This design comes from an exercise in tuning for small area on the open sky130 flow, not from production work. Where RTL was checked, it was by simulation tests only, not by an equivalence proof against the original. For runs 2 to 4, only the layout was checked, not whether the RTL still works. Power figures rest on the tool's default switching activity, not on a simulated workload.

## flow/run.sh

```bash
#!/bin/bash
# synth_recipe.tcl (not shown) runs the flow's synth.tcl, then flattens the netlist and writes it again
# the make line also repeats each setting of config.mk as NAME=value (left out here)
make -C /OpenROAD-flow-scripts/flow DESIGN_CONFIG=/design/flow/config.mk WORK_HOME=/design/flow/orfs CLKGATE_MAP_FILE= SYNTH_SCRIPT=/design/flow/synth_recipe.tcl finish
```

## flow/config.mk

```make
export PLATFORM = sky130hd
export DESIGN_NAME = sorted_deadline_alarm_queue
export DESIGN_NICKNAME = sorted_deadline_alarm_queue
export VERILOG_FILES = /design/flow/design.v
export SDC_FILE = /design/flow/constraint.sdc
export NUM_CORES = 4
export LEC_CHECK = 0
export CAP_MARGIN = 20
export CORE_MARGIN = 2
export CORE_UTILIZATION = 40
export SLEW_MARGIN = 20
```

## flow/constraint.sdc

```tcl
create_clock -name core_clock -period 10.0 [get_ports {clock}]
set_input_delay 2.0000 -clock core_clock [delete_from_list [all_inputs] [get_ports {clock}]]
set_output_delay 2.0000 -clock core_clock [all_outputs]
set_load 0.01 [all_outputs]
```

## flow/design.v

```verilog
`timescale 1ns / 1ps
package sdaq_pkg;
   localparam int QUEUE_DEPTH_DEF = 16;
   localparam int TIME_WIDTH_DEF  = 32;
   localparam int ID_W      = 8;
   localparam int DUR_W     = 16;
   localparam int NOW_W     = 32;
   localparam int TPU_W     = 10;
   localparam int PROD_W    = DUR_W + TPU_W;
   localparam int CNT_OUT_W = 5;
   localparam logic [TPU_W-1:0] TPU_RESET = TPU_W'(100);
   localparam int CSR_ADDR_W = 3;
   localparam int CSR_DATA_W = 32;
   localparam logic [0:0] REG_TICKS_PER_UNIT = 1'b0;
   localparam logic OP_SLEEP = 1'b0;
   localparam logic OP_CHECK = 1'b1;
   localparam logic STATUS_OK   = 1'b0;
   localparam logic STATUS_FULL = 1'b1;
   typedef struct packed {
      logic             operation;
      logic [ID_W-1:0]  waiter_id;
      logic [DUR_W-1:0] duration;
      logic [NOW_W-1:0] now;
   } req_type;
   typedef struct packed {
      logic                 woke;
      logic [ID_W-1:0]      woken_id;
      logic                 last;
      logic                 status;
      logic [CNT_OUT_W-1:0] waiting_count;
   } rsp_type;
   typedef enum logic [3:0] {
      S_IDLE,
      S_MUL,
      S_ADD,
      S_SCAN_RD,
      S_SCAN_CMP,
      S_SHIFT_RD,
      S_SHIFT_WR,
      S_INSERT,
      S_CHK_RD,
      S_CHK_CMP,
      S_REPLY
   } state_type;
endpackage
`timescale 1ns / 1ps
module sdaq_ram #(
   parameter int WIDTH = 8,
   parameter int DEPTH = 16
) (
   input  logic                     clock,
   input  logic                     we,
   input  logic [$clog2(DEPTH)-1:0] waddr,
   input  logic [WIDTH-1:0]         wdata,
   input  logic [$clog2(DEPTH)-1:0] raddr,
   output logic [WIDTH-1:0]         rdata
);
   logic [WIDTH-1:0] mem [DEPTH];
   logic [WIDTH-1:0] rdata_ff;
   always_ff @(posedge clock) begin
      if (we) begin
         mem[waddr] <= wdata;
      end
      rdata_ff <= mem[raddr];
   end
   assign rdata = rdata_ff;
endmodule
`timescale 1ns / 1ps
import sdaq_pkg::*;
module sorted_deadline_alarm_queue #(
   parameter int QUEUE_DEPTH = QUEUE_DEPTH_DEF,
   parameter int TIME_WIDTH  = TIME_WIDTH_DEF
) (
   input  logic                  clock,
   input  logic                  reset,
   input  logic                  req_valid,
   output logic                  req_stall,
   input  sdaq_pkg::req_type     req_data,
   output logic                  rsp_valid,
   input  logic                  rsp_stall,
   output sdaq_pkg::rsp_type     rsp_data,
   input  logic                  psel,
   input  logic                  penable,
   input  logic                  pwrite,
   input  logic [CSR_ADDR_W-1:0] paddr,
   input  logic [CSR_DATA_W-1:0] pwdata,
   output logic [CSR_DATA_W-1:0] prdata,
   output logic                  pready
);
   localparam int ENT_W = TIME_WIDTH + ID_W;    
   localparam int W     = 4;                    
   localparam int L     = ENT_W / W;            
   localparam int DLC   = TIME_WIDTH / W;       
   localparam int CW    = $clog2(L);
   localparam int NS    = 16;                   
   localparam logic [2:0] S_IDLE = 3'd0;
   localparam logic [2:0] S_CALC = 3'd1;
   localparam logic [2:0] S_SCAN = 3'd2;
   localparam logic [2:0] S_INS  = 3'd3;
   localparam logic [2:0] S_POP  = 3'd4;
   logic [TPU_W-1:0] tpu_ff;
   logic             csr_wr;
   logic             csr_hit;
   assign pready  = 1'b1;
   assign csr_hit = (paddr[CSR_ADDR_W-1:2] == REG_TICKS_PER_UNIT);
   assign csr_wr  = psel && penable && pwrite;
   assign prdata  = csr_hit ? CSR_DATA_W'(tpu_ff) : '0;
   always_ff @(posedge clock) begin
      if (reset) begin
         tpu_ff <= TPU_RESET;
      end else if (csr_wr && csr_hit) begin
         tpu_ff <= pwdata[TPU_W-1:0];
      end
   end
   logic [CW-1:0] c_ff;      
   logic [3:0]    k_ff;      
   logic          c_last;
   assign c_last = (c_ff == CW'(L - 1));
   always_ff @(posedge clock) begin
      if (reset) begin
         c_ff <= '0;
         k_ff <= '0;
      end else begin
         c_ff <= c_last ? '0 : c_ff + 1'b1;
         if (c_last) begin
            k_ff <= k_ff + 1'b1;
         end
      end
   end
   logic [W*NS*L-1:0] ring_ff;
   logic [W*L-1:0]    s_ff;
   logic [W-1:0]      x, tap, s_out, y, s_in;
   assign x     = ring_ff[W-1:0];
   assign tap   = ring_ff[W*L +: W];
   assign s_out = s_ff[W-1:0];
   always_ff @(posedge clock) begin
      ring_ff <= {y, ring_ff[W*NS*L-1:W]};
      s_ff    <= {s_in, s_ff[W*L-1:W]};
   end
   logic [2:0] state_ff;
   logic [4:0] n_ff;         
   logic [3:0] h_ff;         
   logic [4:0] i_ff;         
   logic [4:0] j_ff;         
   logic       rsp_valid_ff;
   logic       woke_ff, last_ff, status_ff;
   logic [ID_W-1:0] id_ff;
   logic       op;
   assign op = req_data.operation;
   logic [W*L-1:0] rate_v, new_v;
   logic [W-1:0]   a, b, sum;
   logic           dbl_ff, cy_ff;
   logic           cy_in, cy_out;
   logic           pass_now, first, dbit;
   assign rate_v   = (W*L)'(tpu_ff);
   assign new_v    = {req_data.waiter_id, req_data.now};
   assign pass_now = j_ff[4];
   assign first    = (j_ff == 5'd0) || op;
   assign dbit     = req_data.duration[~j_ff[3:0]];
   always_comb begin
      if (first) begin
         a = '0;
      end else if (pass_now) begin
         a = s_out;
      end else begin
         a = {s_out[W-2:0], (c_ff == '0) ? 1'b0 : dbl_ff};
      end
      if (pass_now) begin
         b = new_v[W*c_ff +: W];
      end else begin
         b = dbit ? rate_v[W*c_ff +: W] : '0;
      end
      cy_in = (c_ff == '0) ? 1'b0 : cy_ff;
      {cy_out, sum} = {1'b0, a} + {1'b0, b} + (W+1)'(cy_in);
      if (pass_now && (c_ff >= CW'(DLC))) begin
         sum = b;
      end
   end
   always_ff @(posedge clock) begin
      dbl_ff <= s_out[W-1];
      cy_ff  <= cy_out;
   end
   logic [W-1:0] diff;
   logic         bw_in, bw_out, bw_ff, nz, nz_ff, later_ff;
   always_comb begin
      bw_in = (c_ff == '0) ? 1'b0 : bw_ff;
      {bw_out, diff} = {1'b0, tap} - {1'b0, s_out} - (W+1)'(bw_in);
      nz = ((c_ff == '0) ? 1'b0 : nz_ff) | (|diff);
   end
   always_ff @(posedge clock) begin
      bw_ff <= bw_out;
      nz_ff <= nz;
      if (c_ff == CW'(DLC - 1)) begin
         later_ff <= nz && !diff[W-1];
      end
   end
   assign y    = (state_ff == S_INS) ? s_out : x;
   assign s_in = (state_ff == S_CALC) ? sum :
                 (state_ff == S_INS)  ? x   : s_out;
   logic [3:0] jt, jx;
   logic       pop_go, pop_ok_ff, accept;
   assign jt     = k_ff + 4'd1 - h_ff;    
   assign jx     = k_ff - h_ff;           
   assign pop_go = (state_ff == S_POP) && (k_ff == h_ff) && !rsp_valid_ff;
   always_comb begin
      accept = 1'b0;
      case (state_ff)
         S_IDLE: accept = !rsp_valid_ff && !op && (n_ff == 5'd16);
         S_SCAN: accept = op && c_last && (jt == i_ff[3:0]) &&
                          ((i_ff == n_ff) || later_ff);
         S_INS:  accept = c_last && (jx == n_ff[3:0]);
         default: accept = 1'b0;
      endcase
   end
   assign req_stall = !accept;
   always_ff @(posedge clock) begin
      if (c_ff == CW'(DLC)) begin
         pop_ok_ff <= pop_go;
      end
      if (pop_go && (c_ff >= CW'(DLC))) begin
         id_ff[W*(c_ff - CW'(DLC)) +: W] <= x;
      end
   end
   always_ff @(posedge clock) begin
      if (reset) begin
         state_ff     <= S_IDLE;
         n_ff         <= '0;
         h_ff         <= '0;
         rsp_valid_ff <= 1'b0;
      end else begin
         if (rsp_valid_ff && !rsp_stall) begin
            rsp_valid_ff <= 1'b0;
         end
         case (state_ff)
            S_IDLE: begin
               if (req_valid && !rsp_valid_ff) begin
                  if (accept) begin
                     rsp_valid_ff <= 1'b1;
                     woke_ff      <= 1'b0;
                     last_ff      <= 1'b1;
                     status_ff    <= STATUS_FULL;
                  end else if (c_last) begin
                     state_ff <= S_CALC;
                     j_ff     <= op ? 5'd16 : 5'd0;
                  end
               end
            end
            S_CALC: begin
               if (c_last) begin
                  if (pass_now) begin
                     state_ff <= S_SCAN;
                     i_ff     <= '0;
                  end else begin
                     j_ff <= j_ff + 1'b1;
                  end
               end
            end
            S_SCAN: begin
               if (c_last && (jt == i_ff[3:0])) begin
                  if ((i_ff == n_ff) || later_ff) begin
                     if (!op) begin
                        state_ff <= S_INS;
                     end else if (i_ff == '0) begin
                        state_ff     <= S_IDLE;
                        rsp_valid_ff <= 1'b1;
                        woke_ff      <= 1'b0;
                        last_ff      <= 1'b1;
                        status_ff    <= STATUS_OK;
                     end else begin
                        state_ff <= S_POP;
                     end
                  end else begin
                     i_ff <= i_ff + 1'b1;
                  end
               end
            end
            S_INS: begin
               if (accept) begin
                  state_ff     <= S_IDLE;
                  n_ff         <= n_ff + 1'b1;
                  rsp_valid_ff <= 1'b1;
                  woke_ff      <= 1'b0;
                  last_ff      <= 1'b1;
                  status_ff    <= STATUS_OK;
               end
            end
            S_POP: begin
               if (pop_go && c_last && ((DLC == L - 1) || pop_ok_ff)) begin
                  rsp_valid_ff <= 1'b1;
                  woke_ff      <= 1'b1;
                  last_ff      <= (i_ff == 5'd1);
                  status_ff    <= STATUS_OK;
                  n_ff         <= n_ff - 1'b1;
                  h_ff         <= h_ff + 1'b1;
                  i_ff         <= i_ff - 1'b1;
                  if (i_ff == 5'd1) begin
                     state_ff <= S_IDLE;
                  end
               end
            end
            default: begin
               state_ff <= S_IDLE;
            end
         endcase
      end
   end
   assign rsp_valid              = rsp_valid_ff;
   assign rsp_data.woke          = woke_ff;
   assign rsp_data.woken_id      = woke_ff ? id_ff : '0;
   assign rsp_data.last          = last_ff;
   assign rsp_data.status        = status_ff;
   assign rsp_data.waiting_count = n_ff;
endmodule
```

==> results of run 1 <==
## cell families (layout without fill, tap and decap cells)
family / Yosys count / count (layout)
other cells: 2 / 23
fa+ha+maj: 41 / 41
mux: 37 / 37
compound gates: 97 / 97
flops: 738 / 738
simple gates: 199 / 199
buf+inv: 95 / 264
xor+xnor: 38 / 38
## final timing paths
| kind | depth (start not counted) | slack [ns] | to | from |
|---|---|---|---|---|
| worst max-delay path | 6 | 3.66 | req_stall | req_data[56] |
| worst min-delay path | 0 | 0.31 | ring_ff[382] | ring_ff[386] |
| worst max register to register | 11 | 6.44 | s_ff[39] | j_ff[0] |
| worst min register to register | 0 | 0.31 | ring_ff[382] | ring_ff[386] |
## state kept, by name, indices dropped and copies added (netlist names), 3 cells and up
register	count
ring_ff	640
c_ff	4
state_ff	3
k_ff	4
id_ff	8
s_ff	40
n_ff	5
i_ff	5
tpu_ff	10
h_ff	4
j_ff	5
## cell type report
cell class                      count  area [µm²]  area share [%]
Clock inverter                     21         238            1.06
Inverter                           38         143           0.638
Multi-Input combinational cell    435        3170            14.2
Sequential cell                   738       15000            67.1
Clock buffer                       98        1990            8.89
Timing Repair Buffer              107        1060            4.74
Tap cell                          600         751            3.36
## metal layers
metal | global-route usage (%) | part of all wire [%]
met1 | 17.9 | 52
met2 | 16.3 | 39
met3 | 3.38 | 6.1
met4 | 5.23 | 2.7
met5 | 0 | 0
## layout by cell type (no fill, tap or decap), drive strengths merged, types with 5 or more instances in the layout
master	synthesis	routed
mux2	9	9
nor4	7	7
nand3	9	9
nand3b	5	5
nand2	71	71
fa	7	7
nor2	27	27
mux2i	15	15
xnor2	15	15
buf	33	5
clkbuf	24	98
edfxtp	23	23
dfxtp	715	715
o21ai	26	26
inv	38	44
xor2	22	22
nand4	5	5
ha	34	34
mux4	13	13
nor2b	16	16
conb	2	23
clkdlybuf4s50	0	102
nor3	16	16
a21oi	33	33
and2	10	10
clkinv	0	9
nand2b	9	9
o22ai	6	6
## stage by stage
step | util, % | hold slack, ns
after floorplan | - | 0.310
after global placement | 44.0 | 0.310
after detailed placement | 44.0 | 0.312
after CTS | 48.9 | 0.314
after global routing | 48.9 | 0.319
final | 48.9 | 0.315
## where the power goes
group | switching, mW | internal [mW]
registers | 0.00391 | 2.96
clock network | 1.03 | 1.47
logic | 0.0495 | 0.0540
total | 1.08 | 4.48
==> reports/metrics.yaml, run 1 <==
grt:
  overflow: 0
  antenna_found_initial: 0
  grt_pass1_wl_um: 45800
  grtUsageTotal_pct: 12.1
  grt_max_degree: 36
  grt_pass1_vias: 8706
yosys:
  ys_seq_area_share_pct: 80.7
  ys_ff_latch: 738
  synth-xor-area-share_pct: 1.86
  netlist_top_cells_count: "715 x dfxtp_1, 71 x nand2_1, 37 x inv_1, 34 x ha_1, 32 x a21oi_1"
  synth_enable_flop_cells: 23
  synth.area.top_cells: "dfxtp_1 77%, edfxtp_1 3.7%, ha_1 2.3%, mux4_2 1.6%, nand2_1 1.4%"
  synthMuxAreaShare_pct: 2.93
  synth_compound_area_share_pct: 3.22
  synth_top_area_share_pct: 77.0
  syn_area_mm2: 0.0186
  synth_top_family_by_area: "simple AND/OR/NAND/NOR gates"
  yosysTopAreaCell: "dfxtp_1"
  synth-main-ff-cell: "dfxtp_1"
  yosys_warnings: 1
  syn_inst: 1247
  synthSimpleGateAreaFrac_pct: 5.49
  synthAdderAreaFrac_pct: 3.04
  synth_most_common_cell: "dfxtp_1"
  ys_types: 66
  avgSynthCellArea_um2: 14.9
  synth_async_sr_flop_share_pct: 0
drt:
  postRouteAntennaNets: 0
  drt_iter0_markers: 408
  firstDrtPassIters: 5
  post_drt_wl_per_cell_um: 13.8
  vias_per_cell: 4.26
  num_vias: 8679
  wl_um: 28000
  drc: 0
layout:
  drive_above_1_share_pct: 9.74
  design_area_mm2: 0.0223
  nets: 1526
  syn_to_final_growth_pct: 20.2
  diodes: 0
  fill_cells: 3977
  fin_cells: 2037
floorplan:
  core-area_mm2: 0.0457
  chipWidth_um: 220
  die_h_um: 220
  row_count: 78
  ios: 150
  start_util_pct: 40.7
  die_area_mm2: 0.0482
critical_path:
  crit_buf_inv: 2
  endpoint_kind: "output port"
  arrival_ns: 4.34
  crit_path_start_kind: "input pin"
  crit_path_top_delay_cell: "nor4_1"
  crit_chain: "clkdlybuf4s50_1 -> nor4b_1 -> nand2_1 -> nor4_1 -> nor3_1 -> clkdlybuf4s50_1"
  worstSetupPathType: "in2out"
  critPathRequiredTime_ns: 8.00
  crit_top_cell: "clkdlybuf4s50_1"
  critPathMaxFanout: 6
  cp_slowest_stage_delay_ns: 0.63
  crit_family: "simple AND/OR/NAND/NOR gates"
cts:
  ctsHtreeMaxLevel: 3
  postCtsSetupBuffers: 0
  clock_latency_ns: 0.58
  clock_sinks: 738
  clock-root-buffer: "clkbuf_16"
  cts_hold_buf: 0
  clk_path_buf_depth: 3
  cts_tree: "done"
  clk_pin_slew_ns: 0.06
  numCtsBuffers: 66
  post_cts_resized: 0
sta:
  fin_crit_ns: 6.34
  tightest_slew_ns: 0.808
  fin_ws_ns: 3.66
  fin_crit_sh_pct: 63.4
  fin_tns_setup_ns: 0
  slew_violations: 0
  skew_ns: 0.0256
  setup_viol: 0
  max_slew_margin_pct: 45.6
  rsz0062_at_grt: "false"
  fmax_mhz: 158
  hold_viol: 0
pwr:
  total_leakage_power_nw: 8.98
  p_per_area_mw_per_mm2: 249
  finalPower_mw: 5.57
  vdd_drop_max_v: 0.000136
placement:
  placedInstanceArea_mm2: 0.0201
  place_congestion: 0.786
  dp_hpwl_um: 17300
  post-place-ws_ns: 3.73
  port_buffers: 102
  dp_cells: 1918
hold_path:
  hold_class: "reg2reg"
outcome:
  status: "complete, no violations"
job:
  cap_violations: 0
==> run 2, diff against run 1 <==
--- a/flow/design.v
+++ b/flow/design.v
@@ -93,9 +93,9 @@
    localparam int DLC   = TIME_WIDTH / W;       
    localparam int CW    = $clog2(L);
-   localparam int NS    = 16;                   
+   localparam int NR    = 15;                   
    localparam logic [2:0] S_IDLE = 3'd0;
-   localparam logic [2:0] S_CALC = 3'd1;
-   localparam logic [2:0] S_SCAN = 3'd2;
-   localparam logic [2:0] S_INS  = 3'd3;
+   localparam logic [2:0] S_DROP = 3'd1;
+   localparam logic [2:0] S_CALC = 3'd2;
+   localparam logic [2:0] S_SCAN = 3'd3;
    localparam logic [2:0] S_POP  = 3'd4;
    logic [TPU_W-1:0] tpu_ff;
@@ -113,20 +113,17 @@
       end
    end
-   logic [CW-1:0] c_ff;      
-   logic [3:0]    k_ff;      
-   logic          c_last;
+   logic [2:0]      state_ff;
+   logic [CW-1:0]   c_ff;         
+   logic [3:0]      q_ff;         
+   logic [4:0]      n_ff;         
+   logic [4:0]      i_ff;         
+   logic            rsp_valid_ff;
+   logic            woke_ff, last_ff, status_ff;
+   logic [ID_W-1:0] id_ff;
+   logic            c_last, op, inloop;
    assign c_last = (c_ff == CW'(L - 1));
-   always_ff @(posedge clock) begin
-      if (reset) begin
-         c_ff <= '0;
-         k_ff <= '0;
-      end else begin
-         c_ff <= c_last ? '0 : c_ff + 1'b1;
-         if (c_last) begin
-            k_ff <= k_ff + 1'b1;
-         end
-      end
-   end
-   logic [W*NS*L-1:0] ring_ff;
+   assign op     = req_data.operation;
+   assign inloop = !((state_ff == S_CALC) || ((state_ff == S_SCAN) && !op));
+   logic [W*NR*L-1:0] ring_ff;
    logic [W*L-1:0]    s_ff;
    logic [W-1:0]      x, tap, s_out, y, s_in;
@@ -135,19 +132,9 @@
    assign s_out = s_ff[W-1:0];
    always_ff @(posedge clock) begin
-      ring_ff <= {y, ring_ff[W*NS*L-1:W]};
+      ring_ff <= {y, ring_ff[W*NR*L-1:W]};
       s_ff    <= {s_in, s_ff[W*L-1:W]};
    end
-   logic [2:0] state_ff;
-   logic [4:0] n_ff;         
-   logic [3:0] h_ff;         
-   logic [4:0] i_ff;         
-   logic [4:0] j_ff;         
-   logic       rsp_valid_ff;
-   logic       woke_ff, last_ff, status_ff;
-   logic [ID_W-1:0] id_ff;
-   logic       op;
-   assign op = req_data.operation;
    logic [W*L-1:0] rate_v, new_v;
-   logic [W-1:0]   a, b, sum;
+   logic [W-1:0]   a, b, sum, new_lane;
    logic           dbl_ff, cy_ff;
    logic           cy_in, cy_out;
@@ -155,7 +142,8 @@
    assign rate_v   = (W*L)'(tpu_ff);
    assign new_v    = {req_data.waiter_id, req_data.now};
-   assign pass_now = j_ff[4];
-   assign first    = (j_ff == 5'd0) || op;
-   assign dbit     = req_data.duration[~j_ff[3:0]];
+   assign new_lane = new_v[W*c_ff +: W];
+   assign pass_now = i_ff[4];
+   assign first    = (i_ff == 5'd0);
+   assign dbit     = req_data.duration[~i_ff[3:0]];
    always_comb begin
       if (first) begin
@@ -167,5 +155,5 @@
       end
       if (pass_now) begin
-         b = new_v[W*c_ff +: W];
+         b = new_lane;
       end else begin
          b = dbit ? rate_v[W*c_ff +: W] : '0;
@@ -181,9 +169,10 @@
       cy_ff  <= cy_out;
    end
-   logic [W-1:0] diff;
+   logic [W-1:0] cmp_v, diff;
    logic         bw_in, bw_out, bw_ff, nz, nz_ff, later_ff;
+   assign cmp_v = op ? new_lane : s_out;
    always_comb begin
       bw_in = (c_ff == '0) ? 1'b0 : bw_ff;
-      {bw_out, diff} = {1'b0, tap} - {1'b0, s_out} - (W+1)'(bw_in);
+      {bw_out, diff} = {1'b0, tap} - {1'b0, cmp_v} - (W+1)'(bw_in);
       nz = ((c_ff == '0) ? 1'b0 : nz_ff) | (|diff);
    end
@@ -195,19 +184,16 @@
       end
    end
-   assign y    = (state_ff == S_INS) ? s_out : x;
+   assign y    = inloop ? s_out : x;
    assign s_in = (state_ff == S_CALC) ? sum :
-                 (state_ff == S_INS)  ? x   : s_out;
-   logic [3:0] jt, jx;
-   logic       pop_go, pop_ok_ff, accept;
-   assign jt     = k_ff + 4'd1 - h_ff;    
-   assign jx     = k_ff - h_ff;           
-   assign pop_go = (state_ff == S_POP) && (k_ff == h_ff) && !rsp_valid_ff;
+                 inloop               ? x   : s_out;
+   logic pop_go, pop_ok_ff, scan_eval, scan_done, accept;
+   assign pop_go    = (state_ff == S_POP) && (q_ff == 4'd0) && !rsp_valid_ff;
+   assign scan_eval = (i_ff != '0) || (q_ff == (inloop ? 4'd15 : 4'd14));
+   assign scan_done = (i_ff == n_ff) || later_ff;
    always_comb begin
       accept = 1'b0;
       case (state_ff)
          S_IDLE: accept = !rsp_valid_ff && !op && (n_ff == 5'd16);
-         S_SCAN: accept = op && c_last && (jt == i_ff[3:0]) &&
-                          ((i_ff == n_ff) || later_ff);
-         S_INS:  accept = c_last && (jx == n_ff[3:0]);
+         S_SCAN: accept = c_last && scan_eval && scan_done;
          default: accept = 1'b0;
       endcase
@@ -225,8 +211,17 @@
       if (reset) begin
          state_ff     <= S_IDLE;
+         c_ff         <= '0;
+         q_ff         <= '0;
          n_ff         <= '0;
-         h_ff         <= '0;
          rsp_valid_ff <= 1'b0;
       end else begin
+         c_ff <= c_last ? '0 : c_ff + 1'b1;
+         if (c_last) begin
+            if (!inloop) begin
+               q_ff <= (q_ff == 4'd14) ? 4'd0 : q_ff + 1'b1;
+            end else begin
+               q_ff <= q_ff + 1'b1;
+            end
+         end
          if (rsp_valid_ff && !rsp_stall) begin
             rsp_valid_ff <= 1'b0;
@@ -241,9 +236,15 @@
                      status_ff    <= STATUS_FULL;
                   end else if (c_last) begin
-                     state_ff <= S_CALC;
-                     j_ff     <= op ? 5'd16 : 5'd0;
+                     state_ff <= op ? S_SCAN : S_DROP;
+                     i_ff     <= '0;
                   end
                end
             end
+            S_DROP: begin
+               if (c_last && (q_ff == n_ff[3:0])) begin
+                  state_ff <= S_CALC;
+                  q_ff     <= (q_ff == 4'd15) ? 4'd0 : q_ff;
+               end
+            end
             S_CALC: begin
                if (c_last) begin
@@ -252,13 +253,19 @@
                      i_ff     <= '0;
                   end else begin
-                     j_ff <= j_ff + 1'b1;
+                     i_ff <= i_ff + 1'b1;
                   end
                end
             end
             S_SCAN: begin
-               if (c_last && (jt == i_ff[3:0])) begin
-                  if ((i_ff == n_ff) || later_ff) begin
+               if (c_last && scan_eval) begin
+                  if (scan_done) begin
                      if (!op) begin
-                        state_ff <= S_INS;
+                        state_ff     <= S_IDLE;
+                        q_ff         <= i_ff[3:0] + 1'b1;
+                        n_ff         <= n_ff + 1'b1;
+                        rsp_valid_ff <= 1'b1;
+                        woke_ff      <= 1'b0;
+                        last_ff      <= 1'b1;
+                        status_ff    <= STATUS_OK;
                      end else if (i_ff == '0) begin
                         state_ff     <= S_IDLE;
@@ -275,14 +282,4 @@
                end
             end
-            S_INS: begin
-               if (accept) begin
-                  state_ff     <= S_IDLE;
-                  n_ff         <= n_ff + 1'b1;
-                  rsp_valid_ff <= 1'b1;
-                  woke_ff      <= 1'b0;
-                  last_ff      <= 1'b1;
-                  status_ff    <= STATUS_OK;
-               end
-            end
             S_POP: begin
                if (pop_go && c_last && ((DLC == L - 1) || pop_ok_ff)) begin
@@ -292,5 +289,5 @@
                   status_ff    <= STATUS_OK;
                   n_ff         <= n_ff - 1'b1;
-                  h_ff         <= h_ff + 1'b1;
+                  q_ff         <= q_ff;    
                   i_ff         <= i_ff - 1'b1;
                   if (i_ff == 5'd1) begin
--- a/flow/config.mk
+++ b/flow/config.mk
@@ -9,3 +9,4 @@
 export CORE_MARGIN = 2
 export CORE_UTILIZATION = 40
+export CTS_BUF_LIST = sky130_fd_sc_hd__clkbuf_4
 export SLEW_MARGIN = 20
==> run 2 against run 1 <==
Via count up 3.2%; sequential power down 6.8%; die area down 5.5%; hold slack worse by 0.036 ns; sequential share of layout area down 1.0 points; sequential cell count down 49; power down 9.1%; synthesized area down 5.6%; core utilization about the same; global-route usage up 0.39 points; critical path depth up 1; critical endpoint unchanged; largest cell class unchanged; largest power group unchanged.
==> reports/metrics.yaml, run 2 <==
outcome:
  status: "complete, no violations"
yosys:
  synth.area.top_cells: "dfxtp_1 77%, edfxtp_1 3.1%, ha_1 2.0%, buf_4 1.3%, mux4_2 1.3%"
  synth_top_family_by_area: "simple AND/OR/NAND/NOR gates"
  synthMuxAreaShare_pct: 3.15
  yosys_warnings: 1
  yosysTopAreaCell: "dfxtp_1"
  synth-xor-area-share_pct: 1.15
  ys_seq_area_share_pct: 79.6
  synth_enable_flop_cells: 18
  syn_area_mm2: 0.0176
  synthAdderAreaFrac_pct: 2.57
  ys_types: 85
  avgSynthCellArea_um2: 14.7
  synth-main-ff-cell: "dfxtp_1"
  ys_ff_latch: 689
  synth_compound_area_share_pct: 4.64
  synth_top_area_share_pct: 76.5
  netlist_top_cells_count: "671 x dfxtp_1, 55 x nand2_1, 42 x a21oi_1, 32 x nor2_1, 30 x buf_4"
  syn_inst: 1194
  synth_most_common_cell: "dfxtp_1"
  synth_async_sr_flop_share_pct: 0
  synthSimpleGateAreaFrac_pct: 6.19
floorplan:
  start_util_pct: 40.7
  die_h_um: 213
  die_area_mm2: 0.0456
  core-area_mm2: 0.0432
  ios: 150
  row_count: 76
  chipWidth_um: 213
sta:
  fin_tns_setup_ns: 0
  fin_ws_ns: 3.63
  hold_viol: 0
  setup_viol: 0
  tightest_slew_ns: 0.871
  fin_crit_sh_pct: 63.7
  skew_ns: 0.0463
  max_slew_margin_pct: 41.8
  fin_crit_ns: 6.37
  slew_violations: 0
  fmax_mhz: 157
  rsz0062_at_grt: "false"
  hold_ws_ns: 0.278
cts:
  clk_pin_slew_ns: 0.06
  postCtsSetupBuffers: 0
  clk_path_buf_depth: 3
  cts_tree: "done"
  numCtsBuffers: 157
  post_cts_resized: 0
  ctsHtreeMaxLevel: 4
  cts_hold_buf: 0
  clock_latency_ns: 0.80
  clock_sinks: 689
  clock-root-buffer: "clkbuf_4"
pwr:
  vdd_drop_max_v: 0.000141
  total_leakage_power_nw: 8.51
  p_per_area_mw_per_mm2: 239
drt:
  vias_per_cell: 4.21
  postRouteAntennaNets: 0
  wl_um: 26900
  drt_iter0_markers: 418
  post_drt_wl_per_cell_um: 12.7
  drc: 0
  firstDrtPassIters: 4
  num_vias: 8960
grt:
  overflow: 0
  grt_pass1_vias: 9357
  antenna_found_initial: 1
  grt_max_degree: 30
  grtUsageTotal_pct: 12.5
  grt_pass1_wl_um: 45100
layout:
  layout_common_cells: "671 x dfxtp_1, 242 x clkbuf_4, 102 x clkdlybuf4s50_1"
  fin_util_pct: 48.9
  nets: 1554
  drive_above_1_share_pct: 20.1
  reg_top3: "ring_ff: 600 flops, s_ff: 40 flops, tpu_ff: 10 flops"
  final_common_cell: "dfxtp_1"
  top_register: "ring_ff"
  design_area_mm2: 0.0211
  syn_to_final_growth_pct: 20.4
  largest_reg_flops: 600
critical_path:
  r2r_setup_slack_ns: 6.27
  critPathRequiredTime_ns: 8.00
  worstSetupPathType: "in2out"
  arrival_ns: 4.37
  crit_path_start_kind: "input pin"
  critPathMaxFanout: 12
  endpoint_kind: "output port"
placement:
  place_congestion: 0.889
  port_buffers: 102
  post-place-ws_ns: 3.64
  placedInstanceArea_mm2: 0.0190
  dp_hpwl_um: 16000
job:
  cap_violations: 0
hold_path:
  hold_class: "reg2reg"
-- run 2: cell types whose count changed in the layout (fill, tap and decap cells not counted), sizes merged, moves of 6 or more --
cell,previous run,this run
clkinv,9,27
clkbuf,98,242
xor2,22,13
nor2,27,34
inv,44,29
nand2,71,57
ha,34,28
dfxtp,715,671
a21oi,33,43
-- run 2: metrics by stage --
| step | instances | power (mW) |
|---|---|---|
| floorplan | 1215 | 2.89 |
| global placement | 1848 | 2.93 |
| detailed placement | 1848 | 2.93 |
| CTS | 2125 | 5.16 |
| global route | 2126 | 5.32 |
| finish | 2126 | 5.06 |
-- run 2: cell type report --
type	count	area, µm²
timing repair buffer	106	1050
tap	585	732
inverter	25	93.8
fill	3838	22000
antenna	1	2.50
multi-input combinational	443	3190
clock inverter	35	270
sequential	689	14000
clock buffer	242	1820
-- run 2: report_power, final --
| group | switching, mW | internal (mW) |
|---|---|---|
| clock network | 0.983 | 1.21 |
| logic | 0.0444 | 0.0566 |
| registers | 0.00565 | 2.76 |
| total | 1.03 | 4.02 |
-- run 2: routing by layer --
metal / global-route usage, % / vias to the layer above / share of wire, %
met5: 0 / - / 0
met4: 6.63 / 0 / 1.9
met3: 4.77 / 45 / 5.4
met2: 18.1 / 189 / 44
met1: 16.1 / 4226 / 49
li1: - / 4500 / -
-- run 2: worst paths after layout --
check                   end  cells after the start    startpoint
hold / removal      s_ff[4]                      0       s_ff[8]
hold reg to reg     s_ff[4]                      0       s_ff[8]
setup / recovery  req_stall                      7  req_data[56]
setup reg to reg   later_ff                     10       c_ff[0]
-- run 2: cells by family (layout without fill, tap and decap cells) --
group	after synthesis	after routing
buf+inv	83	408
fa+ha+maj	33	33
simple gates	198	198
mux	41	41
flops	689	689
compound gates	125	125
other cells	2	24
xor+xnor	23	23
-- run 2: worst max-delay path, cell delays in order --
cell	delay (ns)
clkdlybuf4s50_1	0.83
nand2_1	0.28
nand4_1	0.21
nand3b_4	0.14
and4_1	0.24
nor2_1	0.12
clkdlybuf4s50_1	0.55
==> run 3, diff against run 2 <==
--- a/flow/config.mk
+++ b/flow/config.mk
@@ -9,4 +9,6 @@
 export CORE_MARGIN = 2
 export CORE_UTILIZATION = 40
-export CTS_BUF_LIST = sky130_fd_sc_hd__clkbuf_4
+export CTS_BUF_LIST = sky130_fd_sc_hd__clkbuf_8
+export CTS_CLUSTER_DIAMETER = 60
+export CTS_CLUSTER_SIZE = 20
 export SLEW_MARGIN = 20
==> run 3 against run 2 <==
Highest routed layer unchanged; power is 20% lower; still clean on timing, DRC and antenna; wire length fell by 6.0%; synthesized cell count stayed put; largest cell class unchanged; critical path type unchanged.
==> reports/metrics.yaml, run 3 <==
outcome:
  status: "complete, no violations"
cts:
  postCtsSetupBuffers: 0
  clk_path_buf_depth: 3
  ctsHtreeMaxLevel: 2
  cts_hold_buf: 0
  clock_latency_ns: 0.60
  numCtsBuffers: 42
  clock_sinks: 689
  clock-root-buffer: "clkbuf_8"
  post_cts_resized: 0
  clk_pin_slew_ns: 0.11
  cts_tree: "done"
floorplan:
  row_count: 76
  chipWidth_um: 213
  core-area_mm2: 0.0432
  die_h_um: 213
  ios: 150
  die_area_mm2: 0.0456
  start_util_pct: 40.7
layout:
  nets: 1439
  largest_reg_flops: 600
  multi_input_area_mm2: 0.00319
  fin_util_pct: 45.7
  fin_cells: 1902
  diodes: 0
  top_register: "ring_ff"
  syn_to_final_growth_pct: 12.4
  drive_above_1_share_pct: 7.82
  reg_top3: "ring_ff: 600 flops, s_ff: 40 flops, tpu_ff: 10 flops"
  final_common_cell: "dfxtp_1"
  regArea_mm2: 0.0140
  layout_common_cells: "671 x dfxtp_1, 102 x clkdlybuf4s50_1, 55 x nand2_1"
  design_area_mm2: 0.0197
  fill_cells: 3912
yosys:
  synth_top_family_by_area: "simple AND/OR/NAND/NOR gates"
  synth_top_area_share_pct: 76.5
  synth_most_common_cell: "dfxtp_1"
  ys_types: 85
  synth-main-ff-cell: "dfxtp_1"
  synthMuxAreaShare_pct: 3.15
  synthSimpleGateAreaFrac_pct: 6.19
  synthAdderAreaFrac_pct: 2.57
  synth-xor-area-share_pct: 1.15
  netlist_top_cells_count: "671 x dfxtp_1, 55 x nand2_1, 42 x a21oi_1, 32 x nor2_1, 30 x buf_4"
  ys_ff_latch: 689
  avgSynthCellArea_um2: 14.7
  yosys_warnings: 1
  synth_enable_flop_cells: 18
  ys_seq_area_share_pct: 79.6
  yosysTopAreaCell: "dfxtp_1"
  syn_area_mm2: 0.0176
  synth_async_sr_flop_share_pct: 0
  synth.area.top_cells: "dfxtp_1 77%, edfxtp_1 3.1%, ha_1 2.0%, buf_4 1.3%, mux4_2 1.3%"
  synth_compound_area_share_pct: 4.64
  syn_inst: 1194
pwr:
  vdd_drop_max_v: 0.0000847
  clock_power_share_pct: 29.0
  p_switching_uw: 818
  total_leakage_power_nw: 7.62
  p_per_area_mw_per_mm2: 204
  p_int_mw: 3.22
  pwr-share-seq_pct: 68.5
  p_sw_share_pct: 20.3
  finalPower_mw: 4.03
  power_frac_comb_pct: 2.5
drt:
  drt_iter0_markers: 413
  num_vias: 8193
  vias_per_cell: 4.31
  post_drt_wl_per_cell_um: 13.3
  wl_um: 25300
  postRouteAntennaNets: 0
  drc: 0
  firstDrtPassIters: 4
critical_path:
  critPathMaxFanout: 12
  critPathRequiredTime_ns: 8.00
  arrival_ns: 4.37
  reg2regPathDepth: 10
  crit_path_start_kind: "input pin"
  endpoint_kind: "output port"
  worstSetupPathType: "in2out"
sta:
  fin_ws_ns: 3.63
  hold_ws_ns: 0.308
  fmax_mhz: 157
  tightest_slew_ns: 0.871
  setup_viol: 0
  fin_tns_setup_ns: 0
  fin_crit_sh_pct: 63.7
  skew_ns: 0.0379
  hold_viol: 0
  slew_violations: 0
  rsz0062_at_grt: "false"
  fin_crit_ns: 6.37
  max_slew_margin_pct: 41.8
grt:
  grtUsageTotal_pct: 11.3
  grt_pass1_vias: 8108
  antenna_found_initial: 0
  overflow: 0
  grt_max_degree: 30
  grt_pass1_wl_um: 41400
placement:
  placedInstanceArea_mm2: 0.0190
  port_buffers: 102
  place_congestion: 0.889
  dp_hpwl_um: 16000
  post-place-ws_ns: 3.64
  dp_cells: 1848
hold_path:
  hold_class: "reg2reg"
  hold_depth: 0
job:
  cap_violations: 0
run 3: area by class of cell:
| class | instances | area share [%] |
|---|---|---|
| sequential | 689 | 70.8 |
| clock buffer | 42 | 2.93 |
| inverter | 25 | 0.476 |
| clock inverter | 12 | 0.527 |
| tap | 585 | 3.71 |
| multi-input combinational | 443 | 16.2 |
| timing repair buffer | 106 | 5.33 |
run 3: kinds of logic after synthesis:
| group | after synthesis |
|---|---|
| buffers and inverters | 83 |
| adder cells (fa/ha/maj) | 33 |
| AO/OA/AOI/OAI | 125 |
| AND/OR/NAND/NOR | 198 |
| other | 2 |
| flip-flops | 689 |
| multiplexers | 41 |
| XOR/XNOR | 23 |
run 3: final timing paths:
kind	startpoint	end	slack [ns]
setup / recovery	req_data[56]	req_stall	3.63
hold / removal	s_ff[7]	s_ff[3]	0.31
setup reg to reg	c_ff[0]	later_ff	6.26
hold reg to reg	s_ff[7]	s_ff[3]	0.31
run 3: per-layer routing:
layer,part of all wire [%],vias up,track usage [%]
li1,-,4111,-
met2,42,144,16.9
met3,5.0,50,2.65
met5,0,-,0
met4,2.3,0,4.17
met1,51,3888,16.0
run 3: power by group through the flow:
stage / clock [mW] / combinational (mW) / sequential, mW
3_3_place_gp: 0 / 0.100 / 2.83
3_5_place_dp: 0 / 0.101 / 2.83
2_1_floorplan: 0 / 0.0645 / 2.82
5_1_grt: 1.32 / 0.111 / 2.77
6_report: 1.17 / 0.101 / 2.76
4_1_cts: 1.22 / 0.102 / 2.76
run 3: critical path, stage by stage:
cell and delay (ns):
clkdlybuf4s50_1 0.83, nand2_1 0.28, nand4_1 0.21, nand3b_4 0.14, and4_1 0.24, nor2_1 0.12
clkdlybuf4s50_1 0.55
==> run 4, diff against run 3 <==
--- a/flow/config.mk
+++ b/flow/config.mk
@@ -9,6 +9,6 @@
 export CORE_MARGIN = 2
 export CORE_UTILIZATION = 40
-export CTS_BUF_LIST = sky130_fd_sc_hd__clkbuf_8
-export CTS_CLUSTER_DIAMETER = 60
-export CTS_CLUSTER_SIZE = 20
+export CTS_BUF_LIST = sky130_fd_sc_hd__clkbuf_16
+export CTS_CLUSTER_DIAMETER = 100
+export CTS_CLUSTER_SIZE = 36
 export SLEW_MARGIN = 20
==> run 4 against run 3 <==
Still clean on timing, DRC and antenna; sequential cell count stayed put; final area hardly changed; setup slack worse by 0.013 ns; clock-buffer cell count is 18 lower; critical path type unchanged; highest routed layer unchanged.
==> reports/metrics.yaml, run 4 <==
placement:
  place_congestion: 0.889
  dp_hpwl_um: 16000
  port_buffers: 102
cts:
  ctsHtreeMaxLevel: 1
  clock_sinks: 689
  cts_hold_buf: 0
  postCtsSetupBuffers: 0
  numCtsBuffers: 24
  clk_pin_slew_ns: 0.12
  clock_latency_ns: 0.57
  clock-root-buffer: "clkbuf_16"
  post_cts_resized: 0
  cts_tree: "done"
  clk_path_buf_depth: 3
critical_path:
  crit_chain: "clkdlybuf4s50_1 -> nand2_1 -> nand4_1 -> nand3b_4 -> and4_1 -> nor2_1 -> clkdlybuf4s50_1"
  crit_path_start_kind: "input pin"
  cp_slowest_stage_delay_ns: 0.84
  arrival_ns: 4.39
  critPathRequiredTime_ns: 8.00
  startpoint: "req_data[56]"
  critPathMaxFanout: 12
  crit_path_top_delay_cell: "clkdlybuf4s50_1"
  endpoint_kind: "output port"
  r2r_start: "c_ff[0]"
  crit_top_cell: "clkdlybuf4s50_1"
  worstSetupPathType: "in2out"
grt:
  grt_max_degree: 38
  grt_pass1_wl_um: 41000
  overflow: 0
  grt_pass1_vias: 7924
  grtUsageTotal_pct: 11.1
  antenna_found_initial: 0
floorplan:
  die_area_mm2: 0.0456
  die_h_um: 213
  ios: 150
  core-area_mm2: 0.0432
  row_count: 76
  chipWidth_um: 213
  start_util_pct: 40.7
outcome:
  status: "complete, no violations"
yosys:
  synth_top_area_share_pct: 76.5
  synth_most_common_cell: "dfxtp_1"
  netlist_top_cells_count: "671 x dfxtp_1, 55 x nand2_1, 42 x a21oi_1, 32 x nor2_1, 30 x buf_4"
  syn_inst: 1194
  avgSynthCellArea_um2: 14.7
  yosys_warnings: 1
  synth_async_sr_flop_share_pct: 0
  syn_area_mm2: 0.0176
  yosysTopAreaCell: "dfxtp_1"
  ys_types: 85
  ys_seq_area_share_pct: 79.6
  ys_ff_latch: 689
  synth.area.top_cells: "dfxtp_1 77%, edfxtp_1 3.1%, ha_1 2.0%, buf_4 1.3%, mux4_2 1.3%"
  synth-main-ff-cell: "dfxtp_1"
  synth_enable_flop_cells: 18
pwr:
  power_frac_comb_pct: 2.5
  vdd_drop_max_v: 0.000117
  p_sw_share_pct: 20.0
  pwr-share-seq_pct: 67.6
  p_int_mw: 3.28
  total_leakage_power_nw: 7.60
  finalPower_mw: 4.09
  clock_power_share_pct: 30.0
  p_per_area_mw_per_mm2: 207
  p_switching_uw: 816
sta:
  fin_crit_ns: 6.39
  rsz0062_at_grt: "false"
  setup_viol: 0
  skew_ns: 0.0132
  fin_tns_setup_ns: 0
  max_slew_margin_pct: 41.6
  hold_viol: 0
  tightest_slew_ns: 0.874
  fmax_mhz: 157
  fin_crit_sh_pct: 63.9
  slew_violations: 0
drt:
  vias_per_cell: 4.31
  num_vias: 8086
  drt_iter0_markers: 435
  drc: 0
  firstDrtPassIters: 4
  post_drt_wl_per_cell_um: 13.3
  wl_um: 25000
  postRouteAntennaNets: 0
layout:
  top_register: "ring_ff"
  layout_common_cells: "671 x dfxtp_1, 102 x clkdlybuf4s50_1, 55 x nand2_1"
  final_common_cell: "dfxtp_1"
  nets: 1421
  syn_to_final_growth_pct: 12.5
  diodes: 0
  fill_cells: 3889
  reg_top3: "ring_ff: 600 flops, s_ff: 40 flops, tpu_ff: 10 flops"
  largest_reg_flops: 600
  drive_above_1_share_pct: 6.34
job:
  cap_violations: 0
hold_path:
  hold_class: "reg2reg"
  min_from: "ring_ff[216]"
-- run 4: cell count changes in the layout (fill, tap and decap cells not counted) --
cell / delta
clkinv_16: +1
inv_12: +1
inv_16: +1
clkinv_8: -2
clkbuf_8: -42
clkinvlp_4: -3
inv_1: -3
clkbuf_16: +24
inv_4: -1
-- run 4: cell type report --
type	count	area, µm²	area share [%]
sequential	689	14000	70.8
multi-input combinational	443	3190	16.2
timing repair buffer	106	1050	5.32
tap	585	732	3.71
clock buffer	24	601	3.04
clock inverter	6	97.6	0.494
inverter	25	93.8	0.475
-- run 4: cell families (layout without fill, tap and decap cells) --
logic type               count (synthesis)  count (layout)  synth area share (%)
multiplexers                            41              41                  3.15
AO/OA/AOI/OAI                          125             125                  4.64
adder cells (fa/ha/maj)                 33              33                  2.57
other                                    2              23                0.0428
AND/OR/NAND/NOR                        198             198                  6.19
buffers and inverters                   83             161                  2.65
XOR/XNOR                                23              23                  1.15
flip-flops                             689             689                  79.6
-- run 4: final timing paths --
path,to,slack (ns),cells past startpoint
setup / recovery,req_stall,3.61,7
hold / removal,ring_ff[212],0.32,0
setup reg to reg,later_ff,6.26,10
hold reg to reg,ring_ff[212],0.32,0
-- run 4: metrics by stage --
step                instances  hold WS, ns  setup slack (ns)  util (%)  area [µm²]
floorplan                1215        0.310              5.22         -       17600
global placement         1848        0.311              3.66      44.1       19000
detailed placement       1848        0.312              3.64      44.1       19000
CTS                      1878        0.325              3.64      45.7       19700
global route             1878        0.331              3.50      45.7       19700
finish                   1878        0.322              3.61      45.7       19700
-- run 4: critical path, delay by kind of cell --
kind	cells	cell delay, ns
simple gates	5	1.00
buf+inv	2	1.39
-- run 4: power groups by stage --
stage / Combinational (mW) / Sequential, mW / Clock, mW
finish: 0.101 / 2.76 / 1.23
global route: 0.111 / 2.77 / 1.36
CTS: 0.102 / 2.77 / 1.27
detailed placement: 0.101 / 2.83 / 0
global placement: 0.100 / 2.83 / 0
floorplan: 0.0645 / 2.82 / 0
-- run 4: metal layers --
layer / track usage [%] / vias to the layer above / share of wire (%)
met5: 0 / - / 0
met4: 3.45 / 0 / 2.4
met3: 1.83 / 42 / 3.8
met2: 17.0 / 111 / 42
met1: 16.1 / 3860 / 51
li1: - / 4073 / -
==> run 5, diff against run 4 <==
--- a/flow/design.v
+++ b/flow/design.v
@@ -187,5 +187,5 @@
    assign s_in = (state_ff == S_CALC) ? sum :
                  inloop               ? x   : s_out;
-   logic pop_go, pop_ok_ff, scan_eval, scan_done, accept;
+   logic pop_go, scan_eval, scan_done, accept;
    assign pop_go    = (state_ff == S_POP) && (q_ff == 4'd0) && !rsp_valid_ff;
    assign scan_eval = (i_ff != '0) || (q_ff == (inloop ? 4'd15 : 4'd14));
@@ -201,9 +201,6 @@
    assign req_stall = !accept;
    always_ff @(posedge clock) begin
-      if (c_ff == CW'(DLC)) begin
-         pop_ok_ff <= pop_go;
-      end
-      if (pop_go && (c_ff >= CW'(DLC))) begin
-         id_ff[W*(c_ff - CW'(DLC)) +: W] <= x;
+      if (pop_go && c_last) begin
+         id_ff <= {x, s_ff[W*L-1 -: W]};
       end
    end
@@ -283,5 +280,5 @@
             end
             S_POP: begin
-               if (pop_go && c_last && ((DLC == L - 1) || pop_ok_ff)) begin
+               if (pop_go && c_last) begin
                   rsp_valid_ff <= 1'b1;
                   woke_ff      <= 1'b1;
--- a/flow/config.mk
+++ b/flow/config.mk
@@ -6,9 +6,10 @@
 export NUM_CORES = 4
 export LEC_CHECK = 0
+export ABC_AREA = 1
 export CAP_MARGIN = 20
 export CORE_MARGIN = 2
 export CORE_UTILIZATION = 40
-export CTS_BUF_LIST = sky130_fd_sc_hd__clkbuf_16
-export CTS_CLUSTER_DIAMETER = 100
-export CTS_CLUSTER_SIZE = 36
+export CTS_BUF_LIST = sky130_fd_sc_hd__clkbuf_8
+export CTS_CLUSTER_DIAMETER = 60
+export CTS_CLUSTER_SIZE = 20
 export SLEW_MARGIN = 20
==> run 5 against run 4 <==
Final area shrank 1.2%; core utilization down 0.25 points; die area decreased by 1.4%; global-route usage grew 0.63 points; hold slack worse by 0.0046 ns; synthesized cell count is 9.8% higher; register-to-register slack got worse by 0.13 ns.
==> reports/metrics.yaml, run 5 <==
floorplan:
  ios: 150
  core-area_mm2: 0.0429
  die_h_um: 212
  chipWidth_um: 212
  start_util_pct: 40.3
  die_area_mm2: 0.0449
  row_count: 76
sta:
  fin_tns_setup_ns: 0
  skew_ns: 0.0221
  fmax_mhz: 154
  fin_crit_sh_pct: 64.7
  fin_crit_ns: 6.47
  max_slew_margin_pct: 44.7
  slew_violations: 0
  hold_viol: 0
  setup_viol: 0
  rsz0062_at_grt: "false"
  tightest_slew_ns: 0.823
cts:
  cts_tree: "done"
  cts_hold_buf: 0
  clk_path_buf_depth: 3
  postCtsSetupBuffers: 0
  clock-root-buffer: "clkbuf_8"
  numCtsBuffers: 42
  ctsHtreeMaxLevel: 2
  clock_latency_ns: 0.60
  clock_sinks: 688
  post_cts_resized: 0
  clk_pin_slew_ns: 0.10
layout:
  nets: 1556
  fill_cells: 3907
  drive_above_1_share_pct: 6.13
  diodes: 0
  layout_common_cells: "671 x dfxtp_1, 155 x nand2_1, 102 x clkdlybuf4s50_1"
  regArea_mm2: 0.0139
  reg_top3: "ring_ff: 600 flops, s_ff: 40 flops, tpu_ff: 10 flops"
  largest_reg_flops: 600
  top_register: "ring_ff"
  final_common_cell: "dfxtp_1"
  multi_input_area_mm2: 0.00274
  syn_to_final_growth_pct: 12.8
  design_area_mm2: 0.0195
  fin_cells: 2021
placement:
  dp_cells: 1970
  dp_hpwl_um: 16600
  placedInstanceArea_mm2: 0.0188
  place_congestion: 0.832
  port_buffers: 102
drt:
  drc: 0
  met3_length_um: 1150
  drt_iter0_markers: 512
  firstDrtPassIters: 4
  post_drt_wl_per_cell_um: 12.8
  wl_met1_um: 13700
  top_layer_used: "met5"
  postRouteAntennaNets: 0
  num_vias: 8400
  wl_um: 25800
  wl_met2_um: 10300
  vias_per_cell: 4.16
yosys:
  syn_area_mm2: 0.0173
  synth_most_common_cell: "dfxtp_1"
  synth-main-ff-cell: "dfxtp_1"
  avgSynthCellArea_um2: 13.2
  syn_inst: 1311
  yosys_warnings: 1
  synth_top_area_share_pct: 77.7
  yosysTopAreaCell: "dfxtp_1"
  synth_async_sr_flop_share_pct: 0
  netlist_top_cells_count: "671 x dfxtp_1, 155 x nand2_1, 88 x inv_1, 59 x nor2_1, 49 x o21ai_0"
  ys_types: 51
  synth_enable_flop_cells: 17
  synth.area.top_cells: "dfxtp_1 78%, nand2_1 3.4%, edfxtp_1 3.0%, inv_1 1.9%, ha_1 1.7%"
  ys_ff_latch: 688
  ys_seq_area_share_pct: 80.6
hold_path:
  min_from: "ring_ff[231]"
  hold_depth: 0
  hold_end: "ring_ff[227]"
  hold_class: "reg2reg"
outcome:
  status: "complete, no violations"
critical_path:
  reg2regPathDepth: 12
  r2r_start: "c_ff[0]"
  crit_top_cell: "nand2_1"
  timing.rr.end: "later_ff"
  endpoint_kind: "output port"
  crit_path_top_delay_cell: "clkdlybuf4s50_1"
  crit_path_start_kind: "input pin"
  critPathRequiredTime_ns: 8.00
  r2r_setup_slack_ns: 6.13
  crit_chain: "clkdlybuf4s50_1 -> inv_1 -> nand2_2 -> nand2_2 -> nand2_1 -> nand2_1 -> nand2_1 -> nand2_2 -> nand3_1 -> nand2_1 -> inv_1 -> clkdlybuf4s50_1"
  critPathMaxFanout: 12
  arrival_ns: 4.47
  worstSetupPathType: "in2out"
  cp_slowest_stage_delay_ns: 0.77
pwr:
  vdd_drop_max_v: 0.000145
  p_per_area_mw_per_mm2: 235
  power_frac_comb_pct: 7.4
  pwr-share-seq_pct: 66.8
  clock_power_share_pct: 25.8
  p_sw_share_pct: 23.3
  total_leakage_power_nw: 7.91
  p_switching_mw: 1.07
  finalPower_mw: 4.59
  p_int_mw: 3.52
grt:
  grtUsageTotal_pct: 11.7
  grt_pass1_vias: 8221
  grt_max_degree: 22
  antenna_found_initial: 1
  grt_pass1_wl_um: 42000
  overflow: 0
job:
  cap_violations: 0
run 5: cell types whose count changed after synthesis, moves of 11 or more:
cell	previous run	this run
o21ai_0	27	49
nand3_1	9	32
inv_1	23	88
nand2_1	55	155
nor2b_1	19	0
mux2_2	14	0
nor2_1	32	59
and2_1	12	1
mux2i_1	17	2
run 5: through the flow:
stage	utilization, %	hold WS, ns	setup slack (ns)
4_1_cts	45.5	0.317	3.53
3_3_place_gp	43.9	0.310	3.56
5_1_grt	45.5	0.322	3.34
6_report	45.5	0.317	3.53
2_1_floorplan	-	0.310	5.24
3_5_place_dp	43.9	0.312	3.55
run 5: layout make-up:
| cell class | instances | area share (%) |
|---|---|---|
| Multi-Input combinational cell | 497 | 14.1 |
| Clock buffer | 42 | 2.96 |
| Inverter | 94 | 1.81 |
| Clock inverter | 9 | 0.539 |
| Tap cell | 585 | 3.75 |
| Timing Repair Buffer | 106 | 5.39 |
| Sequential cell | 688 | 71.5 |
run 5: logic make-up (layout without fill, tap and decap cells):
logic type | Yosys count | count (layout) | synth area share (%)
XOR/XNOR | 16 | 16 | 0.810
AO/OA/AOI/OAI | 134 | 134 | 4.59
flip-flops | 688 | 688 | 80.6
adder cells (fa/ha/maj) | 28 | 28 | 2.24
AND/OR/NAND/NOR | 294 | 294 | 7.59
buffers and inverters | 147 | 251 | 3.99
multiplexers | 2 | 2 | 0.116
other | 2 | 23 | 0.0434
run 5: power groups by stage:
stage	clock [mW]	sequential, mW	combinational [mW]
2_1_floorplan	0	3.08	0.248
3_3_place_gp	0	3.12	0.332
3_5_place_dp	0	3.13	0.337
4_1_cts	1.24	3.07	0.339
5_1_grt	1.34	3.09	0.383
6_report	1.18	3.07	0.339
run 5: worst max path at each step:
stage / from / endpoint / slack (ns) / depth (start not counted)
after global placement: req_data[56] / req_stall / 3.56 / 12
after floorplan: req_data[56] / req_stall / 5.24 / 10
final: req_data[56] / req_stall / 3.53 / 12
after global routing: req_data[56] / req_stall / 3.34 / 12
after CTS: req_data[56] / req_stall / 3.53 / 12
after detailed placement: req_data[56] / req_stall / 3.55 / 12
run 5: metal layers:
layer	global-route usage [%]	up-vias
met4	4.40	2
li1	-	4301
met1	17.3	3897
met5	0	-
met3	2.80	53
met2	16.5	147
run 5: worst max-delay path, delay by kind of cell:
family / cells / cell delay [ns]
buffers and inverters: 4 / 1.62
and+or+nand+nor: 8 / 0.84
==> run 6, diff against run 5 <==
==> flow/flow/run.sh (new file) <==
#!/bin/bash
# The standard layout (the standard.sh: ORFS from synthesis to the
# final layout), with the port buffers made of the smallest buffer cell and
# the resizer's power recovery (downsizing off the critical paths) after
# global routing.
set -e
export BUFFER_PORTS_ARGS="-buffer_cell sky130_fd_sc_hd__buf_1"
export RECOVER_POWER=100
bash standard.sh > standard.log 2>&1
==> flow/standard.sh (new file) <==
#!/bin/bash
# synth_recipe.tcl (not shown) runs the flow's synth.tcl, then flattens the netlist and writes it again
# the make line also repeats each setting of config.mk as NAME=value (left out here)
make -C /OpenROAD-flow-scripts/flow DESIGN_CONFIG=/design/flow/config.mk WORK_HOME=/design/flow/orfs CLKGATE_MAP_FILE= SYNTH_SCRIPT=/design/flow/synth_recipe.tcl "${@:-finish}"
removed: flow/run.sh
==> run 6 against run 5 <==
Sequential share of layout area increased by 2.3 points; critical endpoint unchanged; still clean on timing, DRC and antenna; setup slack better by 0.56 ns; highest routed layer is now met4; largest cell class unchanged; cell count is 0.15% higher; register-to-register slack worse by 0.10 ns.
==> reports/metrics.yaml, run 6 <==
critical_path:
  arrival_ns: 3.92
  endpoint_kind: "output port"
  worstSetupPathType: "in2out"
  crit_path_top_delay_cell: "clkbuf_1"
  timing.rr.end: "later_ff"
  critPathRequiredTime_ns: 8.00
  crit_top_cell: "nand2_1"
  critPathMaxFanout: 12
  r2r_setup_slack_ns: 6.03
  crit_buf_inv: 4
  crit_path_start_kind: "input pin"
  reg2regPathDepth: 12
  crit_family: "simple AND/OR/NAND/NOR gates"
  cp_slowest_stage_delay_ns: 0.42
  crit_chain: "clkbuf_1 -> inv_1 -> nand2_1 -> nand2_1 -> nand2_1 -> nand2_1 -> nand2_1 -> nand2_1 -> nand3_1 -> nand2_1 -> inv_1 -> buf_1"
  r2r_start: "c_ff[1]"
pwr:
  p_switching_mw: 1.07
  power_frac_comb_pct: 6.5
  pwr-share-seq_pct: 66.2
  p_sw_share_pct: 23.0
  p_int_mw: 3.57
  vdd_drop_max_v: 0.000171
  p_per_area_mw_per_mm2: 245
  clock_power_share_pct: 27.3
  finalPower_mw: 4.63
  total_leakage_power_nw: 7.67
layout:
  drive_above_1_share_pct: 5.63
  diodes: 0
  final_common_cell: "dfxtp_1"
  largest_reg_flops: 600
  reg_top3: "ring_ff: 600 flops, s_ff: 40 flops, tpu_ff: 10 flops"
  multi_input_area_mm2: 0.00268
  fin_util_pct: 44.1
  nets: 1555
  syn_to_final_growth_pct: 9.25
  design_area_mm2: 0.0189
  top_register: "ring_ff"
  fill_cells: 3947
  regArea_mm2: 0.0139
  fin_cells: 2024
  layout_common_cells: "671 x dfxtp_1, 160 x nand2_1, 99 x buf_1"
grt:
  grt_pass1_vias: 8115
  overflow: 0
  grt_max_degree: 30
  antenna_found_initial: 0
  grtUsageTotal_pct: 11.4
  grt_pass1_wl_um: 40600
cts:
  post_cts_resized: 0
  cts_tree: "done"
  clock-root-buffer: "clkbuf_8"
  numCtsBuffers: 43
  clock_latency_ns: 0.60
  clock_sinks: 688
  clk_path_buf_depth: 3
  postCtsSetupBuffers: 0
  cts_hold_buf: 0
  ctsHtreeMaxLevel: 2
  clk_pin_slew_ns: 0.10
hold_path:
  hold_end: "s_ff[22]"
  hold_class: "reg2reg"
  hold_depth: 0
  min_from: "s_ff[26]"
yosys:
  yosysTopAreaCell: "dfxtp_1"
  netlist_top_cells_count: "671 x dfxtp_1, 155 x nand2_1, 88 x inv_1, 59 x nor2_1, 49 x o21ai_0"
  synth_most_common_cell: "dfxtp_1"
  synth.area.top_cells: "dfxtp_1 78%, nand2_1 3.4%, edfxtp_1 3.0%, inv_1 1.9%, ha_1 1.7%"
  synth_enable_flop_cells: 17
  syn_inst: 1311
  avgSynthCellArea_um2: 13.2
  synth_top_area_share_pct: 77.7
  yosys_warnings: 1
  syn_area_mm2: 0.0173
  ys_seq_area_share_pct: 80.6
  ys_types: 51
  ys_ff_latch: 688
  synth_async_sr_flop_share_pct: 0
  synth-main-ff-cell: "dfxtp_1"
placement:
  dp_cells: 1968
  placedInstanceArea_mm2: 0.0182
  dp_hpwl_um: 16300
  port_buffers: 102
  place_congestion: 0.838
  post-place-ws_ns: 4.23
drt:
  wl_um: 25300
  drc: 0
  post_drt_wl_per_cell_um: 12.5
  vias_per_cell: 4.21
  postRouteAntennaNets: 0
  num_vias: 8511
  firstDrtPassIters: 6
  drt_iter0_markers: 393
floorplan:
  row_count: 76
  die_h_um: 212
  start_util_pct: 40.3
  die_area_mm2: 0.0449
  ios: 150
  chipWidth_um: 212
  core-area_mm2: 0.0429
sta:
  fin_crit_sh_pct: 59.2
  setup_viol: 0
  rsz0062_at_grt: "false"
  fin_ws_ns: 4.08
  fmax_mhz: 169
  fin_crit_ns: 5.92
  max_slew_margin_pct: 20.0
  fin_tns_setup_ns: 0
  hold_viol: 0
  slew_violations: 0
  tightest_slew_ns: 1.19
  hold_ws_ns: 0.320
  skew_ns: 0.0220
job:
  cap_violations: 0
outcome:
  status: "complete, no violations"
## run 6: cell counts after synthesis
Identical to the previous run, type by type.
## run 6: area by class of cell
cell class,count,share of cell area (%)
inverter,94,1.87
tap,585,3.87
timing repair buffer,104,2.11
clock inverter,11,0.881
clock buffer,45,3.28
multi-input combinational,497,14.2
sequential,688,73.8
## run 6: worst max-delay path by stage
stage	start	endpoint	slack [ns]	depth (start not counted)
floorplan	req_data[56]	req_stall	5.24	10
global placement	req_data[56]	req_stall	4.25	12
detailed placement	req_data[56]	req_stall	4.23	12
CTS	req_data[56]	req_stall	4.22	12
global route	req_data[56]	req_stall	3.86	12
finish	req_data[56]	req_stall	4.08	12
## run 6: cells by family after synthesis
group	after synthesis	share of synthesized area, %
adders and majority gates	28	2.24
DFF	688	80.6
and+or+nand+nor	294	7.59
muxes	2	0.116
other	2	0.0434
buffers and inverters	147	3.99
AOI/OAI and AO/OA	134	4.59
xor gates and xnor gates	16	0.810
## run 6: power groups by stage
stage / Sequential, mW / Combinational (mW) / Clock [mW]
2_1_floorplan: 3.08 / 0.248 / 0
3_3_place_gp: 3.13 / 0.304 / 0
3_5_place_dp: 3.13 / 0.306 / 0
4_1_cts: 3.07 / 0.309 / 1.33
5_1_grt: 3.09 / 0.343 / 1.43
6_report: 3.07 / 0.301 / 1.27
## run 6: per-layer routing
| metal | track usage [%] | wire length (µm) |
|---|---|---|
| met5 | 0 | 0 |
| met1 | 16.9 | 13200 |
| met3 | 2.88 | 1390 |
| met4 | 4.27 | 611 |
| met2 | 15.7 | 10100 |
==> run 7, diff against run 6 <==
==> flow/flow/run.sh (replaced) <==
#!/bin/bash
# The standard layout (the standard.sh: ORFS from synthesis to the
# final layout), with the port buffers made of the smallest buffer cell,
# clock tree synthesis without dummy loads, and the resizer's power recovery
# (downsizing off the critical paths) after global routing.
set -e
export BUFFER_PORTS_ARGS="-buffer_cell sky130_fd_sc_hd__buf_1"
export RECOVER_POWER=100
export CTS_ARGS="-sink_clustering_enable -repair_clock_nets -buf_list sky130_fd_sc_hd__clkbuf_8 -sink_clustering_size 20 -sink_clustering_max_diameter 60 -dont_use_dummy_load"
bash standard.sh > standard.log 2>&1
==> run 7 against run 6 <==
Clock power down 13%; wire length about the same; setup slack worse by 0.022 ns; global-route usage about the same; first-iteration DRC count down 0.51%; clock-buffer cell count down 2; power down 3.3%; largest power group unchanged.
==> reports/metrics.yaml, run 7 <==
critical_path:
  crit_family: "simple AND/OR/NAND/NOR gates"
  crit_top_cell: "nand2_1"
  critPathRequiredTime_ns: 8.00
  crit_path_start_kind: "input pin"
  crit_chain: "clkbuf_1 -> inv_1 -> nand2_1 -> nand2_1 -> nand2_1 -> nand2_1 -> nand2_1 -> nand2_1 -> nand3_1 -> nand2_1 -> inv_1 -> buf_1"
  crit_buf_inv: 4
  crit_path_top_delay_cell: "clkbuf_1"
  endpoint_kind: "output port"
  critPathMaxFanout: 12
  worstSetupPathType: "in2out"
  arrival_ns: 3.94
  cp_slowest_stage_delay_ns: 0.43
floorplan:
  die_h_um: 212
  die_area_mm2: 0.0449
  start_util_pct: 40.3
  ios: 150
  row_count: 76
  core-area_mm2: 0.0429
  chipWidth_um: 212
sta:
  fin_crit_sh_pct: 59.4
  fin_tns_setup_ns: 0
  setup_viol: 0
  skew_ns: 0.0583
  rsz0062_at_grt: "false"
  hold_viol: 0
  max_slew_margin_pct: 19.2
  hold_ws_ns: 0.306
  tightest_slew_ns: 1.20
  fmax_mhz: 168
  slew_violations: 0
  fin_crit_ns: 5.94
cts:
  clock-root-buffer: "clkbuf_8"
  clock_sinks: 688
  cts_hold_buf: 0
  numCtsBuffers: 43
  clk_path_buf_depth: 3
  ctsHtreeMaxLevel: 2
  cts_tree: "done"
  clock_latency_ns: 0.57
  postCtsSetupBuffers: 0
  post_cts_resized: 0
  clk_pin_slew_ns: 0.11
layout:
  top_register: "ring_ff"
  regArea_mm2: 0.0139
  fill_cells: 3962
  nets: 1555
  fin_cells: 2011
  drive_above_1_share_pct: 4.70
  syn_to_final_growth_pct: 8.12
  reg_top3: "ring_ff: 600 flops, s_ff: 40 flops, tpu_ff: 10 flops"
  layout_common_cells: "671 x dfxtp_1, 161 x nand2_1, 99 x buf_1"
  multi_input_area_mm2: 0.00268
  diodes: 0
  largest_reg_flops: 600
  final_common_cell: "dfxtp_1"
grt:
  grt_pass1_wl_um: 40600
  antenna_found_initial: 0
  grt_pass1_vias: 8084
  grtUsageTotal_pct: 11.3
  overflow: 0
  grt_max_degree: 30
placement:
  dp_hpwl_um: 16300
  dp_cells: 1968
  place_congestion: 0.838
  port_buffers: 102
yosys:
  synth_top_area_share_pct: 77.7
  netlist_top_cells_count: "671 x dfxtp_1, 155 x nand2_1, 88 x inv_1, 59 x nor2_1, 49 x o21ai_0"
  synth_enable_flop_cells: 17
  synth_async_sr_flop_share_pct: 0
  synth-main-ff-cell: "dfxtp_1"
  avgSynthCellArea_um2: 13.2
  synth_most_common_cell: "dfxtp_1"
  synth.area.top_cells: "dfxtp_1 78%, nand2_1 3.4%, edfxtp_1 3.0%, inv_1 1.9%, ha_1 1.7%"
  yosysTopAreaCell: "dfxtp_1"
  ys_types: 51
  ys_seq_area_share_pct: 80.6
  syn_area_mm2: 0.0173
  syn_inst: 1311
  yosys_warnings: 1
  ys_ff_latch: 688
pwr:
  total_leakage_power_nw: 7.58
  vdd_drop_max_v: 0.000171
  p_per_area_mw_per_mm2: 240
hold_path:
  hold_class: "reg2reg"
drt:
  vias_per_cell: 4.21
  wl_um: 25300
  num_vias: 8466
  postRouteAntennaNets: 0
  drt_iter0_markers: 391
  drc: 0
  post_drt_wl_per_cell_um: 12.6
  firstDrtPassIters: 5
job:
  cap_violations: 0
outcome:
  status: "complete, no violations"
-- run 7: cell counts after synthesis --
No cell type changed its count.
-- run 7: kinds of logic after synthesis --
family | after synthesis | synth area share [%]
flip-flops | 688 | 80.6
buffers and inverters | 147 | 3.99
AO/OA/AOI/OAI | 134 | 4.59
adder cells (fa/ha/maj) | 28 | 2.24
multiplexers | 2 | 0.116
other | 2 | 0.0434
XOR/XNOR | 16 | 0.810
AND/OR/NAND/NOR | 294 | 7.59
-- run 7: worst paths after layout --
path,cells after the start,slack (ns),endpoint,start
worst max-delay path,12,4.06,req_stall,req_data[56]
worst max register to register,12,6.02,later_ff,c_ff[1]
worst min register to register,0,0.31,ring_ff[95],ring_ff[99]
worst min-delay path,0,0.31,ring_ff[95],ring_ff[99]
-- run 7: metrics by stage --
step                setup WS (ns)  util [%]  cell area, µm²  total power, mW
finish                       4.06      43.6           18700             4.48
detailed placement           4.23      42.4           18200             3.43
global placement             4.25      42.4           18200             3.43
floorplan                    5.24         -           17400             3.33
CTS                          4.22      43.7           18800             4.56
global route                 3.85      43.6           18700             4.71
-- run 7: area by class of cell --
cell class	instances	area share [%]
sequential	688	74.6
inverter	94	1.89
tap	585	3.91
multi-input combinational	497	14.3
clock buffer	43	3.16
timing repair buffer	104	2.13
-- run 7: power breakdown --
group	switching (mW)	internal [mW]
Combinational	0.199	0.100
Sequential	0.0838	2.98
Clock	0.725	0.389
-- run 7: worst reg2reg max path, stage by stage, from the launching register on --
cell and delay (ns):
dfxtp_1 0.80, inv_1 0.14, buf_4 0.25, o21ai_0 0.17, o21ai_0 0.15, a211oi_1 0.51
o21ai_0 0.21, fa_1 0.47, fa_1 0.44, nand2_1 0.10, nand3_1 0.09, a211oi_1 0.28
nor2_1 0.10
-- run 7: layer usage --
layer | GRT usage, % | vias to the layer above | share of wire, %
met3 | 2.80 | 50 | 4.8
met5 | 0 | - | 0
met2 | 15.7 | 175 | 40
li1 | - | 4281 | -
met1 | 17.0 | 3960 | 53
met4 | 4.18 | 0 | 2.5
